This is an optimization exercise on Yosys and OpenROAD, whose aim is small area, not a production implementation. The RTL was checked by simulation tests, not by an equivalence proof against the original design. No activity file was given, so power comes from the tool's default toggle rates. The clock port is modelled as an ideal driver; clocking choices that lean on that would not hold on a real chip.

==> flow/design.v <==
module sample_pack_8 #(
    parameter int width       = 48,
    parameter int width_group = 384
) (
    input  logic                   clk,
    input  logic                   rst_n,
    input  logic                   clr,
    input  logic                   in_valid,
    output logic                   in_ready,
    input  logic [width-1:0]       in_data,
    output logic                   out_valid,
    input  logic                   out_ready,
    output logic [width_group-1:0] out_data,
    output logic [2:0]             fill_cnt
);
    logic                   hold_q;
    logic [2:0]             fill_q;
    logic                   out_valid_q;
    logic [width_group-1:0] asm_q;
    wire  [width_group-1:0] asm_d;
    logic [width_group-1:0] out_data_q;
    logic                   accept;
    logic                   out_free;
    logic                   last;
    logic [7:0]             asm_load, asm_keep;
    logic                   out_load, out_keep;
    wire  [width_group-1:0] out_d;
    assign in_ready  = rst_n && !hold_q;
    assign accept    = in_valid && in_ready && !clr;
    assign out_free  = !out_valid_q || out_ready;
    assign last      = (fill_q == 3'd7);
    assign out_valid = out_valid_q;
    assign out_data  = out_data_q;
    assign fill_cnt  = fill_q;
    always_ff @(posedge clk) begin
        if (!rst_n) begin
            hold_q      <= 1'b0;
            fill_q      <= 3'd0;
            out_valid_q <= 1'b0;
        end else begin
            if (clr) begin
                fill_q <= 3'd0;
                hold_q <= 1'b0;
            end else if (accept) begin
                fill_q <= fill_q + 3'd1;
                if (last && !out_free) hold_q <= 1'b1;
            end else if (hold_q && out_free) begin
                hold_q <= 1'b0;
            end
            if ((accept && last) || (hold_q && !clr)) begin
                if (out_free) out_valid_q <= 1'b1;
            end else if (out_ready) begin
                out_valid_q <= 1'b0;
            end
        end
    end
    always_comb begin
        for (int s = 0; s < 8; s++) begin
            asm_load[s] = !hold_q && in_valid && fill_q == 3'(s);
            asm_keep[s] = hold_q || fill_q > 3'(s);
        end
    end
    genvar g;
    generate
    for (g = 0; g < 8; g++) begin : g_slot
        sample_pack_8_sel #(.width(width)) u_asm (
            .a(in_data), .a_en(asm_load[g]),
            .b(asm_q[g*width +: width]), .b_en(asm_keep[g]),
            .y(asm_d[g*width +: width])
        );
        sample_pack_8_sel #(.width(width)) u_out (
            .a(g == 7 ? asm_d[g*width +: width] : asm_q[g*width +: width]), .a_en(out_load),
            .b(out_data_q[g*width +: width]), .b_en(out_keep),
            .y(out_d[g*width +: width])
        );
    end
    endgenerate
    always_ff @(posedge clk) begin
        asm_q <= asm_d;
    end
    assign out_load = out_free && (hold_q || (in_valid && last));
    assign out_keep = out_valid_q && !out_ready;
    always_ff @(posedge clk) begin
        out_data_q <= out_d;
    end
endmodule
module sample_pack_8_sel #(
    parameter int width = 48
) (
    input  logic [width-1:0] a,
    input  logic             a_en,
    input  logic [width-1:0] b,
    input  logic             b_en,
    output logic [width-1:0] y
);
    assign y = (a & {width{a_en}}) | (b & {width{b_en}});
endmodule
==> flow/config.mk <==
export PLATFORM = sky130hd
export DESIGN_NAME = sample_pack_8
export DESIGN_NICKNAME = sample_pack_8
export VERILOG_FILES = /design/flow/design.v
export SDC_FILE = /design/flow/constraint.sdc
export NUM_CORES = 4
export LEC_CHECK = 0
export CAP_MARGIN = 0
export CORE_MARGIN = 2
export CORE_UTILIZATION = 70
export PLACE_DENSITY = 0.85
export SLEW_MARGIN = 0
export SYNTH_HIERARCHICAL = 1
export SYNTH_MINIMUM_KEEP_SIZE = 0
==> flow/constraint.sdc <==
create_clock -name core_clock -period 4.0 [get_ports {clk}]
set_input_delay 0.8000 -clock core_clock [delete_from_list [all_inputs] [get_ports {clk}]]
set_output_delay 0.8000 -clock core_clock [all_outputs]
set_load 0.01 [all_outputs]
standard.sh (not shown) runs the stock make flow with config.mk's settings and CLKGATE_MAP_FILE= SYNTH_SCRIPT=/design/flow/synth_recipe.tcl, a recipe that flattens the netlist after the stock synthesis.
==> flow/flow/run.sh <==
#!/bin/bash
# Standard ORFS layout with smaller port buffers and a leaner clock tree.
set -euo pipefail
cd "$(dirname "$0")/.."
export BUFFER_PORTS_ARGS="-buffer_cell sky130_fd_sc_hd__buf_1"
export CTS_ARGS="-sink_clustering_enable -repair_clock_nets -dont_use_dummy_load -buf_list sky130_fd_sc_hd__clkbuf_16 -sink_clustering_buffer sky130_fd_sc_hd__clkbuf_8 -sink_clustering_size 19 -sink_clustering_max_diameter 60"
bash standard.sh > flow_make.log 2>&1
Next try:
==> flow/flow/run.sh (replaced) <==
#!/bin/bash
# Standard ORFS layout with smaller port buffers and a leaner clock tree.
set -euo pipefail
cd "$(dirname "$0")/.."
export BUFFER_PORTS_ARGS="-buffer_cell sky130_fd_sc_hd__buf_1"
export CTS_ARGS="-sink_clustering_enable -repair_clock_nets -dont_use_dummy_load -buf_list sky130_fd_sc_hd__clkbuf_8 -sink_clustering_size 20 -sink_clustering_max_diameter 60"
bash standard.sh > flow_make.log 2>&1
Result: Global-route usage came out lower by 0.29 points; combinational power is about the same; count of clock-buffer cells in the layout is lower by 1; hold slack got worse by 0.0037 ns.
Next try:
==> flow/flow/run.sh (replaced) <==
#!/bin/bash
# Standard ORFS layout with smaller port buffers and a leaner clock tree.
set -euo pipefail
cd "$(dirname "$0")/.."
export BUFFER_PORTS_ARGS="-buffer_cell sky130_fd_sc_hd__buf_1"
export CTS_ARGS="-sink_clustering_enable -repair_clock_nets -dont_use_dummy_load -buf_list sky130_fd_sc_hd__clkbuf_8 -sink_clustering_size 18 -sink_clustering_max_diameter 60"
bash standard.sh > flow_make.log 2>&1
- CORE_UTILIZATION: 70 -> 80
- PLACE_DENSITY: 0.85 -> 0.9
Outcome: Wire length rises by a few percent; via count rises by a few percent; utilization rises by 10 points; design area stays flat; final cell count falls by a few percent.
Next try:
==> flow/flow/run.sh (replaced) <==
#!/bin/bash
# Standard ORFS layout with smaller port buffers and a leaner clock tree.
set -euo pipefail
cd "$(dirname "$0")/.."
export BUFFER_PORTS_ARGS="-buffer_cell sky130_fd_sc_hd__buf_1"
export CTS_ARGS="-sink_clustering_enable -repair_clock_nets -dont_use_dummy_load -buf_list sky130_fd_sc_hd__clkbuf_16 -sink_clustering_size 36 -sink_clustering_max_diameter 80"
bash standard.sh > flow_make.log 2>&1
- CORE_UTILIZATION: 80 -> 70
- PLACE_DENSITY: 0.9 -> 0.85
Total power stays flat.
Routed wire length shrinks by about 3%.
Worst setup slack gains 0.18 ns.

-- separate check: timing with driven ports --
Ports are ideal in the flow. The routed layouts listed here were re-timed in OpenROAD. Step 1 sets driving cells, clkbuf_16 on the clock port and buf_2 on the other inputs (assumed; they add their load-dependent delay and slew). Step 2, shift: input delay + t, output delay - t, t = (earliest + latest rising clock arrival at the registers) / 2. This alone moves slack from input paths to output paths. Three values: ideal, step 1, step 2; two values: the first two.
| run | t, ns | setup WS [ns] | clock arrival spread, ns | worst register clock-pin slew, ns |
|---|---|---|---|---|
| the first run | 0.595 | 1.407 / 1.407 / 1.117 | 0.035 / 0.036 | 0.12 / 0.12 |
| the second run | 0.636 | 1.373 / 1.373 / 1.074 | 0.050 / 0.050 | 0.12 / 0.12 |
| the third run | 0.645 | 1.183 / 1.183 / 0.788 | 0.040 / 0.039 | 0.11 / 0.11 |
| the fourth run | 0.627 | 1.359 / 1.359 / 1.084 | 0.033 / 0.033 | 0.13 / 0.13 |
After both steps every run listed still meets setup and hold. The setup slack of the third run, which loses most, moves by 0.000 ns with the drivers and by -0.395 ns with both steps.
